Background: an optimization exercise with open tools, aiming at small area, a short achievable clock period and few clock cycles per item. Do not read the settings as production practice. The RTL was checked by simulation tests, not by an equivalence proof against the original design. Power and IR drop assume default switching activity.

==> config.mk <==
export PLATFORM = sky130hd
export DESIGN_NAME = execute_pipe
export DESIGN_NICKNAME = execute_pipe
export VERILOG_FILES = /design/flow/design.v
export SDC_FILE = /design/flow/constraint.sdc
export NUM_CORES = 4
export LEC_CHECK = 0
export CAP_MARGIN = 20
export CORE_MARGIN = 2
export CORE_UTILIZATION = 35
export SETUP_SLACK_MARGIN = 1.0
export SLEW_MARGIN = 20
==> standard.sh <==
#!/bin/bash
# synth_recipe.tcl (not shown) runs the flow's synth.tcl, then flattens the netlist and writes it again
# the make line also repeats each setting of config.mk as NAME=value (left out here)
make -C /OpenROAD-flow-scripts/flow DESIGN_CONFIG=/design/flow/config.mk WORK_HOME=/design/flow/orfs CLKGATE_MAP_FILE= SYNTH_SCRIPT=/design/flow/synth_recipe.tcl "${@:-finish}"
==> constraint.sdc <==
create_clock -name core_clock -period 7.0 [get_ports {clock}]
set_input_delay 1.4000 -clock core_clock [delete_from_list [all_inputs] [get_ports {clock}]]
set_output_delay 1.4000 -clock core_clock [all_outputs]
set_load 0.01 [all_outputs]
==> design.v <==
package exec_pkg;
  localparam logic [3:0] IHALT   = 4'h0;
  localparam logic [3:0] INOP    = 4'h1;
  localparam logic [3:0] IRRMOVQ = 4'h2;
  localparam logic [3:0] IIRMOVQ = 4'h3;
  localparam logic [3:0] IRMMOVQ = 4'h4;
  localparam logic [3:0] IMRMOVQ = 4'h5;
  localparam logic [3:0] IOPQ    = 4'h6;
  localparam logic [3:0] IJXX    = 4'h7;
  localparam logic [3:0] ICALL   = 4'h8;
  localparam logic [3:0] IRET    = 4'h9;
  localparam logic [3:0] IPUSHQ  = 4'hA;
  localparam logic [3:0] IPOPQ   = 4'hB;
  localparam logic [3:0] ALUADD = 4'h0;
  localparam logic [3:0] ALUSUB = 4'h1;
  localparam logic [3:0] ALUAND = 4'h2;
  localparam logic [3:0] ALUXOR = 4'h3;
  localparam logic [3:0] ALUMUL = 4'h4;
  localparam logic [3:0] C_YES = 4'h0;
  localparam logic [3:0] C_LE  = 4'h1;
  localparam logic [3:0] C_L   = 4'h2;
  localparam logic [3:0] C_E   = 4'h3;
  localparam logic [3:0] C_NE  = 4'h4;
  localparam logic [3:0] C_GE  = 4'h5;
  localparam logic [3:0] C_G   = 4'h6;
  localparam logic [3:0] RNONE = 4'hF;
  typedef enum logic [1:0] {S_IDLE, S_MUL, S_DONE} mul_state_e;
  typedef struct packed {
    logic zf;
    logic sf;
    logic of;
  } cc_t;
  function automatic logic cond_eval(input logic [3:0] fn, input cc_t cc);
    logic lt;
    lt = cc.sf ^ cc.of;
    case (fn)
      C_YES:   cond_eval = 1'b1;
      C_LE:    cond_eval = lt | cc.zf;
      C_L:     cond_eval = lt;
      C_E:     cond_eval = cc.zf;
      C_NE:    cond_eval = !cc.zf;
      C_GE:    cond_eval = !lt;
      C_G:     cond_eval = !lt && !cc.zf;
      default: cond_eval = 1'b0;
    endcase
  endfunction
endpackage
module seq_mul #(
  parameter int WIDTH = 64,
  parameter int K     = 5,
  parameter int STEPS = (WIDTH + K - 1) / K
) (
  input  logic             clock,
  input  logic             load,
  input  logic             hold,
  input  logic [WIDTH-1:0] a,
  input  logic [WIDTH-1:0] b,
  input  logic [WIDTH-1:0] t_hi,
  output logic [WIDTH-1:0] cs_s,
  output logic [WIDTH-1:0] cs_c,
  output logic             p_cy,
  output logic             p_top,
  output logic [WIDTH-1:0] p_lo
);
  localparam int LW = STEPS * K;       
  localparam int TW = WIDTH + K;       
  logic [WIDTH-1:0] hi;
  logic             fresh;             
  logic [LW-1:0]    lo;
  logic             cy;
  logic [TW-1:0]    pp [K];
  logic [TW-1:0]    s1, c1, s2, c2, s3, c3, s4, c4;
  logic [K:0]       t_lo;
  logic [LW-1:0]    prod;
  function automatic void csa(input logic [TW-1:0] x, input logic [TW-1:0] y,
                              input logic [TW-1:0] z, output logic [TW-1:0] s,
                              output logic [TW-1:0] c);
    s = x ^ y ^ z;
    c = ((x & y) | (x & z) | (y & z)) << 1;
  endfunction
  always_comb begin
    for (int i = 0; i < K; i++) pp[i] = TW'(a & {WIDTH{lo[i]}}) << i;
    pp[1][0] = cy;    
    csa(TW'(hi & {WIDTH{!fresh}}), pp[0], pp[1], s1, c1);
    csa(pp[2], pp[3], pp[4], s2, c2);
    csa(s1, c1, s2, s3, c3);
    csa(s3, c3, c2, s4, c4);
  end
  assign t_lo  = {1'b0, s4[K-1:0]} + {1'b0, c4[K-1:0]};
  assign cs_s  = s4[K +: WIDTH];
  assign cs_c  = c4[K +: WIDTH];
  assign p_cy  = t_lo[K];
  assign prod  = {t_lo[K-1:0], lo[LW-1:K]};
  assign p_lo  = prod[WIDTH-1:0];
  assign p_top = |prod[LW-1:WIDTH];
  always_ff @(posedge clock) begin
    fresh <= load;
    if (!hold) hi <= t_hi;
    if (load) begin
      lo <= LW'(b);
      cy <= 1'b0;
    end else if (!hold) begin
      lo <= {t_lo[K-1:0], lo[LW-1:K]};
      cy <= t_lo[K];
    end
  end
endmodule
import exec_pkg::*;
module execute_pipe #(
  parameter int WIDTH  = 64,
  parameter bit MUL_EN = 1'b1
) (
  input  logic             clock,
  input  logic             reset,
  input  logic             in_valid,
  input  logic [3:0]       icode,
  input  logic [3:0]       ifun,
  input  logic [WIDTH-1:0] valA,
  input  logic [WIDTH-1:0] valB,
  input  logic [WIDTH-1:0] valC,
  input  logic [3:0]       dstE,
  input  logic [3:0]       dstM,
  input  logic             m_exc,
  input  logic             stall,
  input  logic             bubble,
  output logic             busy,
  output logic             out_valid,
  output logic [3:0]       e_icode,
  output logic             e_cnd,
  output logic [WIDTH-1:0] e_valE,
  output logic [WIDTH-1:0] e_valA,
  output logic [3:0]       e_dstE,
  output logic [3:0]       e_dstM,
  output logic             zf,
  output logic             sf,
  output logic             of
);
  localparam int MUL_K = 5;
  localparam int STEPS = (WIDTH + MUL_K - 1) / MUL_K;
  localparam int CW    = $clog2(STEPS + 1);
  logic               cc_zf, cc_sf, cc_of;
  logic               is_opq, is_mul, mul_ready, capture, load, cc_we, cnd;
  logic               op_add, op_sub, op_and, op_xor, op_mul;
  logic               y_a, y_inv, y_c, y_pm8, y_m8, cin;
  logic [WIDTH-1:0]   x, y, p, g, sum, val_e_l;
  logic               sel_a, sel_c, sel_sum, alu_sf;
  logic               sum_zero, alu_zf, alu_of;
  logic [3:0]         dst_e;
  logic [WIDTH-1:0]   prod_lo, cs_s, cs_c;
  logic               prod_cy, prod_top, prod_hi_nz, m_act;
  logic [CW-1:0]      mcnt;    
  function automatic logic cond_eval(input logic [3:0] fn, input logic z, input logic s,
                                     input logic o);
    logic lt;
    lt = s ^ o;
    case (fn)
      C_YES:   cond_eval = 1'b1;
      C_LE:    cond_eval = lt | z;
      C_L:     cond_eval = lt;
      C_E:     cond_eval = z;
      C_NE:    cond_eval = !z;
      C_GE:    cond_eval = !lt;
      C_G:     cond_eval = !lt && !z;
      default: cond_eval = 1'b0;
    endcase
  endfunction
  assign is_opq    = (icode == IOPQ);
  assign op_add    = is_opq && (ifun == ALUADD);
  assign op_sub    = is_opq && (ifun == ALUSUB);
  assign op_and    = is_opq && (ifun == ALUAND);
  assign op_xor    = is_opq && (ifun == ALUXOR);
  assign op_mul    = MUL_EN && is_opq && (ifun == ALUMUL);
  assign is_mul    = in_valid && op_mul;
  assign mul_ready = (mcnt == CW'(STEPS));
  assign busy      = !reset && is_mul && !mul_ready;
  assign capture   = in_valid && !busy;
  assign load      = capture && !bubble;
  always_ff @(posedge clock or posedge reset) begin
    if (reset)           mcnt <= '0;
    else if (!is_mul)    mcnt <= '0;
    else if (!mul_ready) mcnt <= mcnt + 1'b1;
    else if (!stall)     mcnt <= '0;
  end
  always_ff @(posedge clock or posedge reset) begin
    if (reset) m_act <= 1'b0;
    else       m_act <= is_mul && !(mul_ready && !stall);
  end
  seq_mul #(.WIDTH(WIDTH), .K(MUL_K), .STEPS(STEPS)) u_mul (
    .clock  (clock),
    .load   (!m_act),
    .hold   (mul_ready),
    .a      (valA),
    .b      (valB),
    .t_hi   (sum),
    .cs_s   (cs_s),
    .cs_c   (cs_c),
    .p_cy   (prod_cy),
    .p_top  (prod_top),
    .p_lo   (prod_lo)
  );
  assign prod_hi_nz = prod_top || !sum_zero;
  assign y_a     = !icode[3] && icode[2] && icode[1];                         
  assign y_inv   = y_a && ifun[0] && !ifun[1];                                
  assign y_c     = !icode[3] && icode[2] && !icode[1];                        
  assign y_pm8   = icode[3] && !icode[2];                                     
  assign y_m8    = y_pm8 && !icode[0];                                        
  assign cin     = m_act ? 1'b0 : y_inv;
  always_comb begin
    for (int i = 0; i < WIDTH; i++) begin
      x[i] = m_act ? cs_s[i] : valB[i];
      y[i] = m_act ? cs_c[i] :
             (((y_a && valA[i]) ^ y_inv) || (y_c && valC[i]) || (y_m8 && i >= 4) ||
              (y_pm8 && i == 3));
    end
  end
  assign p   = x ^ y;
  assign g   = x & y;
  assign sum = x + y + WIDTH'(cin);
  assign sum_zero = ((x ^ y) == {x[WIDTH-2:0] | y[WIDTH-2:0], cin | (m_act && prod_cy)});
  assign sel_a   = (icode == IRRMOVQ);
  assign sel_c   = (icode == IIRMOVQ);
  assign sel_sum = (icode == IRMMOVQ) || (icode == IMRMOVQ) || (icode == ICALL) ||
                   (icode == IPUSHQ) || (icode == IRET) || (icode == IPOPQ) || op_add || op_sub;
  assign val_e_l = ({WIDTH{sel_a && load}} & valA) | ({WIDTH{sel_c && load}} & valC) |
                   ({WIDTH{sel_sum && load}} & sum) | ({WIDTH{op_and && load}} & g) |
                   ({WIDTH{op_xor && load}} & p) | ({WIDTH{op_mul && load}} & prod_lo);
  always_comb begin
    alu_zf = sum_zero;
    alu_sf = sum[WIDTH-1];
    alu_of = (x[WIDTH-1] == y[WIDTH-1]) && (sum[WIDTH-1] != x[WIDTH-1]);
    case (ifun)
      ALUAND: begin
        alu_zf = (g == '0);
        alu_sf = g[WIDTH-1];
        alu_of = 1'b0;
      end
      ALUXOR: begin
        alu_zf = (p == '0);
        alu_sf = p[WIDTH-1];
        alu_of = 1'b0;
      end
      ALUMUL: begin
        alu_zf = (prod_lo == '0);
        alu_sf = prod_lo[WIDTH-1];
        alu_of = prod_hi_nz;
      end
      default: ;
    endcase
  end
  assign cnd   = ((icode == IJXX) || (icode == IRRMOVQ)) ? cond_eval(ifun, cc_zf, cc_sf, cc_of) : 1'b0;
  assign dst_e = ((icode == IRRMOVQ) && !cnd) ? RNONE : dstE;
  assign cc_we = capture && !stall && !m_exc && (op_add || op_sub || op_and || op_xor || op_mul);
  always_ff @(posedge clock or posedge reset) begin
    if (reset) begin
      cc_zf <= 1'b1;
      cc_sf <= 1'b0;
      cc_of <= 1'b0;
    end else if (cc_we) begin
      cc_zf <= alu_zf;
      cc_sf <= alu_sf;
      cc_of <= alu_of;
    end
  end
  assign zf = cc_zf;
  assign sf = cc_sf;
  assign of = cc_of;
  always_ff @(posedge clock or posedge reset) begin
    if (reset) begin
      out_valid <= 1'b0;
      e_icode   <= INOP;
      e_cnd     <= 1'b0;
      e_valE    <= '0;
      e_valA    <= '0;
      e_dstE    <= RNONE;
      e_dstM    <= RNONE;
    end else if (!stall) begin
      out_valid <= load;
      e_icode   <= load ? icode : INOP;
      e_cnd     <= load ? cnd : 1'b0;
      e_valE    <= val_e_l;
      e_valA    <= load ? valA : '0;
      e_dstE    <= load ? dst_e : RNONE;
      e_dstM    <= load ? dstM : RNONE;
    end
  end
endmodule
==> flow/run.sh <==
#!/bin/bash
# The standard layout, with plain buffers (buf_1) on the ports in place of the delay buffers
# buffer_ports picks by default. Each tool's full output is in orfs/logs; standard.sh's own
# output goes to standard.log.
set -euo pipefail
export BUFFER_PORTS_ARGS="-buffer_cell sky130_fd_sc_hd__buf_1"
bash standard.sh > standard.log 2>&1
==> results.yml <==
place:
  gp_congestion: 1.01
  placed_area_sq_um: 32100
  place_ws_ps: 237
  placement.io_buffers: 359
  dp_hpwl_um: 92600
timing:
  worst_slack_ps: 1120
  fin_tns_setup_ps: 0
  clock_skew_ps: 19.7
  max_freq_mhz: 170
  maxSlewViolCount: 0
  slew_headroom_pct: 19.9
  grt_setup_unrepaired: "true"
  min_period_ps: 5880
  final.period_utilization_pct: 84.0
  hold_violations: 0
  setup_violations: 0
  worst_slew_pin_slew_ps: 1200
critical_path:
  path_common_cell: "nand2_1"
  worstPathArrival_ps: 6370
  start_kind: "input pin"
  endpoint_kind: "flop"
  required_ps: 7490
  crit_path_max_incr_delay_ps: 610
  cp_cell_sequence: "buf_1 -> nand2_1 -> fa_1 -> fa_1 -> inv_1 -> fa_1 -> nand2_1 -> nand2_1 -> ha_1 -> buf_4 -> xor2_1 -> nand4_1 -> nor4_1 -> nand4_1 -> nor4_1 -> buf_4 -> a211oi_1 -> a21oi_1 -> nand2_1"
  crit_type: "in -> reg"
  crit_path_top_delay_cell: "nor4_1"
  critPathMaxFanout: 9
floorplan:
  die_area_sq_um: 86100
  start_util_pct: 35.2
  die_x_um: 293
  num_rows: 106
  die_h_um: 293
  core_area_sq_um: 83300
  pin_count: 360
finish:
  finalInstanceArea_sq_um: 33800
  nFillCells: 8486
  seq_area_sq_um: 7670
  multi_input_area_sq_um: 19200
  syn_to_final_growth_pct: 15.5
  drive_gt1_share_pct: 9.16
  fin_nets: 4283
logic_synthesis:
  synthesis.area_sq_um: 29300
  synth-edff-count: 128
  yosysSeqAreaShare_pct: 26.2
  yosysWarnings: 3
  synth.distinct_cells: 83
  synth_seq_cells: 281
  netlist_instances: 3420
  synthFlopType: "dfrtp_1"
  avgSynthCellArea_sq_um: 8.57
  ys_async_sr_fraction_pct: 53.4
  synth_nets: 4025
cts:
  cts_tree: "yes"
  ctsHoldBuffers: 0
  numCtsBuffers: 40
  root_buffer: "clkbuf_16"
  clock_latency_ps: 600
  numClockSinks: 281
  clockBufferDepth: 3
  htreeDepth: 2
  path_clk_slew_ps: 60
global_routing:
  use_met3_pct: 3.96
  grt_overflow: 0
  gr-max-usage-layer: "met2"
  use_met1_pct: 35.8
  antenna_found_initial: 4
  grt_max_degree: 98
  grt_pass1_vias: 26700
  grt_pass1_wl_um: 177000
  grt_usage_pct: 27.4
  grtUsageMet2_pct: 45.5
run:
  drv_cap: 0
detailed_routing:
  drtIter0Drc: 2611
  drc: 0
  vias_per_cell: 5.66
  drt_wl_total_um: 120000
  drt-pass1-iter-count: 6
  dr_total_vias: 27100
  ant_nets: 0
  wire_per_inst_um: 25.0
power_and_ir_drop:
  total_power_mw: 6.48
  switchingPower_mw: 2.38
  p_leak_nw: 14.7
  swShare_pct: 36.7
  seqPwrFrac_pct: 31.4
  combPwrFrac_pct: 34.0
  p_int_mw: 4.10
  ir_worst_vdd_mv: 0.140
  pwr-share-clk_pct: 34.5
  power_density_nw_per_um2: 192
status:
  status: "complete, no violations"
min_path:
  hp-class: "reg -> reg"
## sequential cells by signal (all words and copies together) (netlist names)
signal	cells
cc_of	1
m_act	1
u_mul.lo	65
mcnt	4
u_mul.hi	64
e_cnd	1
e_dstE	4
e_icode	4
cc_sf	1
u_mul.fresh	1
out_valid	1
e_valA	64
e_valE	64
e_dstM	4
cc_zf	1
u_mul.cy	1
## synth_stat cells (53+ instances only)
cell type,n,area (sq um)
o21ai_0,113,566
inv_1,391,1470
a22o_1,68,596
a21oi_1,209,1050
nor2_1,70,263
nand2_1,708,2660
nor4_1,69,432
ha_1,137,1710
edfxtp_1,128,3840
clkbuf_1,244,916
fa_1,254,5080
nand2b_1,76,475
a221o_1,112,1120
dfrtp_1,140,3500
xnor2_1,150,1310
o21a_1,69,518
a221oi_1,53,464
## power by group through the flow
| stage | clock, mW | sequential, mW | combinational [mW] |
|---|---|---|---|
| floorplan | 0 | 2.05 | 1.33 |
| global placement | 0 | 2.06 | 2.13 |
| detailed placement | 0 | 2.06 | 2.14 |
| CTS | 2.27 | 2.03 | 2.16 |
| global route | 2.33 | 2.05 | 2.41 |
| finish | 2.24 | 2.04 | 2.21 |
## final timing paths
path / from / end / slack (ps) / cells past startpoint
max: valA[38] / cc_of$_DFFE_PP0P_ / 1120 / 19
min: out_valid$_DFFE_PP0N_ / out_valid$_DFFE_PP0N_ / 490 / 2
max reg2reg: u_mul.fresh$_DFF_P_ / e_valE[58]$_DFFE_PP0N_ / 1250 / 20
min reg2reg: out_valid$_DFFE_PP0N_ / out_valid$_DFFE_PP0N_ / 490 / 2
max in group asynchronous: reset / m_act$_DFF_PP0_ / 4770 / 3
min in group asynchronous: reset / e_icode[1]$_DFFE_PP0N_ / 1010 / 2
## cell type report
type	count	share of cell area, %
multi-input combinational	2452	56.8
clock buffer	56	3.47
inverter	391	4.36
antenna	3	0.0222
timing repair buffer	512	7.94
clock inverter	18	0.691
tap	1080	3.99
sequential	281	22.7
## logic make-up (layout without fill, tap and decap cells)
logic type | Yosys count | count (layout) | share of synthesized area (%)
AOI/OAI and AO/OA | 773 | 773 | 18.9
xor gates and xnor gates | 191 | 191 | 5.71
adders and majority gates | 391 | 391 | 23.2
buffers and inverters | 687 | 977 | 9.01
DFF | 281 | 281 | 26.2
muxes | 10 | 10 | 0.367
other | 0 | 3 | 0
and+or+nand+nor | 1087 | 1087 | 16.6
## metal layers
layer  routed length (um)  vias up
met4                 5260        2
met2                57100     1243
met5                   13        -
met1                48700    13600
met3                 8680      209
li1                     -    12000
## layout by cell type (no fill, tap or decap), types with 43 or more instances in the layout
cell type,netlist,final
clkbuf_16,0,43
o21ai_0,113,112
o21a_1,69,69
a221o_1,112,112
edfxtp_1,128,128
a22o_1,68,68
xnor2_1,150,149
a221oi_1,53,50
fa_1,254,252
dfrtp_1,140,139
nand2b_1,76,76
ha_1,137,131
nor4_1,69,67
nand2_1,708,703
buf_1,15,320
a21oi_1,209,209
buf_4,3,141
inv_1,391,387
nor2_1,70,66
nand4_1,48,48
## stage by stage
| stage | utilization [%] | hold WS [ps] | instances |
|---|---|---|---|
| 2_1_floorplan | - | 496 | 3420 |
| 3_3_place_gp | 38.6 | 465 | 4709 |
| 3_5_place_dp | 38.6 | 469 | 4709 |
| 4_1_cts | 40.4 | 485 | 4787 |
| 5_1_grt | 40.6 | 499 | 4792 |
| 6_report | 40.6 | 489 | 4793 |
## timing repair
| item | 4_1_cts | 5_1_grt |
|---|---|---|
| cloned | 0 | 0 |
| pin swaps | 0 | 12 |
| endpoints found under the setup margin | 37 | 52 |
| gates resized for setup | 8 | 62 |
| buffers inserted | 4 | 3 |
## worst max-delay path, delay by kind of cell
kind,cells,cell delay [ps]
compound gates,2,210
xor+xnor,1,370
fa+ha+maj,4,1860
buf+inv,4,750
simple gates,8,1780
Testbench counts, summed over its fixed seeds: cycles 31,668, items 16,000.

[port drivers added, routing unchanged]
The results above use ideal ports. As a check the final layout listed here was re-extracted and re-timed, cells and wires unchanged.
Step 1: set_driving_cell puts a clkbuf_16 on clock and a buf_2 on each other input, an assumption about the parent block.
Step 2 also shifts input and output timing later by t, the mid clock arrival at the registers, as if the neighbouring blocks saw the same clock.
Slacks: ideal / step 1 / step 2; pairs: ideal / step 1.
t, ns: 0.661
setup slack, ns: 1.119 / 1.156 / 0.494
worst setup path at the end: input to register
clock arrival spread, ns: 0.024 / 0.025
cell pins on the clock port's net: 1
After both steps setup and hold are still met in this run. For this run, drivers alone change the setup slack by +0.037 ns; drivers and shift together by -0.625 ns.
